Context: an optimization exercise on an open-source flow, tuned for small area and a short achievable clock period. The choices shown serve that exercise and are no tape-out recipe. The RTL was checked by simulation tests, not by an equivalence proof against the original design. Power and IR drop assume default switching activity.

## conv_top
module conv_top (
	input  logic    clk,
	input  logic    rst_n,
	input  logic    filter_valid,
	input  logic    image_valid,
	input  conv_pkg::sample_t in_data,
	output logic    out_valid,
	output conv_pkg::result_t out_data
);
Size: about 25 I/O pins, ~0.017 mm^2 of cells after synthesis.
clock: 4.5 ns
lec_check: 0
abc_clock_period_in_ps: 2050
cap_margin: 20
core_margin: 2
core_utilization: 40
cts_buf_list: sky130_fd_sc_hd__clkbuf_16
cts_cluster_diameter: 150
cts_cluster_size: 25
setup_slack_margin: 2.45
slew_margin: 20
synth_hierarchical: 1
run.sh (not shown) runs the stock make flow with config.mk's settings and CLKGATE_MAP_FILE= SYNTH_SCRIPT=/design/flow/synth_recipe.tcl, a recipe that flattens the netlist after the stock synthesis.
The first run finished clean.
Rerun with:
--- a/flow/design.v
+++ b/flow/design.v
@@ -55,18 +55,39 @@
 	assign co = a | b;
 endmodule
 module csa_xn (
 	input  logic a,
 	input  logic b,
 	output logic y
 );
 	assign y = ~(a ^ b);
 endmodule
+module csa_bpp (
+	input  logic x1,
+	input  logic x0,
+	input  logic one,
+	input  logic two,
+	input  logic neg,
+	output logic y
+);
+	logic s;
+	csa_bsel u_sel (.x1(x1), .x0(x0), .one(one), .two(two), .s(s));
+	assign y = s ^ neg;
+endmodule
+module csa_bsel (
+	input  logic x1,
+	input  logic x0,
+	input  logic one,
+	input  logic two,
+	output logic s
+);
+	assign s = ~((one & x1) | (two & x0));
+endmodule
 `timescale 1ns/10ps
 module filter_tap_loader (
 	input  logic    clk,
 	input  logic    filter_valid,
 	input  conv_pkg::sample_t in_data,
 	output logic [conv_pkg::TAPS-1:0][1:0] bt_one,
 	output logic [conv_pkg::TAPS-1:0][1:0] bt_two,
 	output logic [conv_pkg::TAPS-1:0][1:0] bt_neg,
 	output conv_pkg::sample_t [conv_pkg::TAPS-1:0] col_taps
@@ -114,18 +135,26 @@
 	always_ff @(posedge clk) begin
 		for (int k = 0; k < conv_pkg::TAPS - 2; k++) begin
 			win[k] <= win[k+1];
 		end
 		win[conv_pkg::TAPS-2] <= cs;
 	end
 	always_comb begin
 		win[conv_pkg::TAPS-1] = cs;
 	end
+	localparam int WIN_EXTRA = 0;
+	conv_pkg::col_sum_t win_old [WIN_EXTRA > 0 ? WIN_EXTRA : 1];
+	always_ff @(posedge clk) begin
+		win_old[0] <= win[0];
+		for (int e = 1; e < WIN_EXTRA; e++) begin
+			win_old[e] <= win_old[e-1];
+		end
+	end
 	logic rt_n0;
 	logic rt_n1;
 	logic rt_n2;
 	logic rt_n3;
 	logic rt_n4;
 	logic rt_n5;
 	logic rt_n6;
 	logic rt_n7;
 	logic rt_n8;
After rerunning:
- The new run produced a clean layout
- power went down slightly
- combinational power drops slightly
- sequential share of layout area rose by 0.54 points
- via count falls slightly
- cell area drops slightly
- worst setup slack barely changes
- cell count fell slightly
- routed wire length falls slightly
- global-route usage is lower by 0.12 points
- maximum frequency barely changes
- worst hold slack got worse by 0.010 ns
- synthesized area stays the same
- die area does not change

--- another note on this design; it stands on its own ---

Design conv_top, start of the top module:
module conv_top (
	input  logic    clk,
	input  logic    rst_n,
	input  logic    filter_valid,
	input  logic    image_valid,
	input  conv_pkg::sample_t in_data,
	output logic    out_valid,
	output conv_pkg::result_t out_data
);
	localparam int COL_LAT = 3;
	localparam int ROW_LAT = 2;
	logic [conv_pkg::TAPS-1:0][1:0] bt_one, bt_two, bt_neg;
	conv_pkg::sample_t [conv_pkg::TAPS-1:0] col_taps;
	logic       res_flag;
	conv_pkg::sample_t [conv_pkg::TAPS-1:0] col_pix;
	conv_pkg::sample_t [conv_pkg::TAPS-1:0] col_pix_d;
	conv_pkg::col_sum_t cs;
	logic [COL_LAT+ROW_LAT-1:0] res_pipe;
	filter_tap_loader u_filter_tap_loader (
		.clk          (clk),
		.filter_valid (filter_valid),
		.in_data      (in_data),
		.bt_one       (bt_one),
		.bt_two       (bt_two),
		.bt_neg       (bt_neg),
		.col_taps     (col_taps)
	);
	row_result_store u_row_result_store (
		.clk         (clk),
		.rst_n       (rst_n),
		.image_valid (image_valid),
		.in_data     (in_data),
		.res_flag    (res_flag),
		.col_pix     (col_pix),
		.col_pix_d   (col_pix_d)
	);
	vertical_filter u_vertical_filter (
		.clk       (clk),
		.col_pix   (col_pix),
		.col_pix_d (col_pix_d),
		.col_taps  (col_taps),
		.cs        (cs)
	);
	horizontal_filter u_horizontal_filter (
		.clk       (clk),
		.cs        (cs),
		.bt_one    (bt_one),
		.bt_two    (bt_two),
		.bt_neg    (bt_neg),
		.out_data  (out_data)
	);
	always_ff @(posedge clk or negedge rst_n) begin
		if (!rst_n) begin
			res_pipe <= '0;
		end else begin
			res_pipe <= {res_pipe[COL_LAT+ROW_LAT-2:0], res_flag};
		end
	end
	assign out_valid = res_pipe[COL_LAT+ROW_LAT-1];
endmodule
export LEC_CHECK = 0
export ABC_CLOCK_PERIOD_IN_PS = 2050
export CAP_MARGIN = 20
export CORE_MARGIN = 2
export CORE_UTILIZATION = 40
export CTS_BUF_LIST = sky130_fd_sc_hd__clkbuf_16
export CTS_CLUSTER_DIAMETER = 150
export CTS_CLUSTER_SIZE = 25
export SETUP_SLACK_MARGIN = 2.45
export SLEW_MARGIN = 20
export SYNTH_HIERARCHICAL = 1
create_clock -name core_clock -period 4.5 [get_ports {clk}]
run.sh (not shown) runs the stock make flow with config.mk's settings and CLKGATE_MAP_FILE= SYNTH_SCRIPT=/design/flow/synth_recipe.tcl, a recipe that flattens the netlist after the stock synthesis.
The starting point passed the timing, design-rule and antenna checks.
==> next run, changes <==
- SETUP_SLACK_MARGIN: 2.45 -> 2.6
Outcome:
- synthesized area stays the same
- hold slack gets better by 0.0040 ns
- die area is unchanged
- wire length grows by about 1.7%
- core utilization grows by 1.3 points
- synthesized cell count stays the same
- cell area grows by 2.9%

========
Starting RTL as in the previous note.
export LEC_CHECK = 0
export ABC_CLOCK_PERIOD_IN_PS = 2050
export CAP_MARGIN = 20
export CORE_MARGIN = 2
export CORE_UTILIZATION = 40
export CTS_BUF_LIST = sky130_fd_sc_hd__clkbuf_16
export CTS_CLUSTER_DIAMETER = 150
export CTS_CLUSTER_SIZE = 25
export SETUP_SLACK_MARGIN = 2.75
export SLEW_MARGIN = 20
export SYNTH_HIERARCHICAL = 1
create_clock -name core_clock -period 4.5 [get_ports {clk}]
The baseline went through all stages and came out clean.
==> next run, changes <==
SETUP_SLACK_MARGIN = 2.65   (was 2.75)
What happened:
- cell count shrinks by 1.7%
- worst hold slack barely changes
- total power shrinks by 3.5%
- final area shrinks by 3.2%
- via count shrinks by 2.4%
- worst setup slack improved by 19 ps
- core utilization shrinks by 1.5 points
- sequential share of layout area grows by 1.5 points

==> re-timing with driven ports <==
In the flow no input, the clock included, has a driving cell. The finished layouts below were timed again as built, in two steps.
Step 1 assumes that a clkbuf_16 drives the clock port and a buf_2 every other input.
Step 2 moves the port delays by t, midway between the first and last clock arrival at a register: inputs arrive t later, outputs are due t later. That takes back most of the time a late clock gives input paths.
a / b / c = ideal / step 1 / step 2; a / b = the first two.
run | t (ns) | setup slack, ns | worst setup path after step 2 | latest minus earliest clock arrival (ns) | worst slew at a driven data input, ns
the first run of note 1 | 0.579 | 2.487 / 2.441 / 2.110 | input to register | 0.028 / 0.027 | 0.04
the second run of note 1 | 0.577 | 2.485 / 2.443 / 2.161 | input to register | 0.032 / 0.031 | 0.05
the first run of note 2 | 0.603 | 2.484 / 2.436 / 1.911 | input to register | 0.035 / 0.036 | 0.03
the second run of note 2 | 0.595 | 2.532 / 2.480 / 2.043 | input to register | 0.038 / 0.038 | 0.03
the first run of note 3 | 0.598 | 2.535 / 2.490 / 2.081 | input to register | 0.034 / 0.034 | 0.04
the second run of note 3 | 0.598 | 2.553 / 2.503 / 2.089 | input to register | 0.034 / 0.034 | 0.04
After both steps every run listed still meets setup and hold. The setup slack of the first run of note 2, which loses most, moves by -0.048 ns with the drivers and by -0.573 ns with both steps.
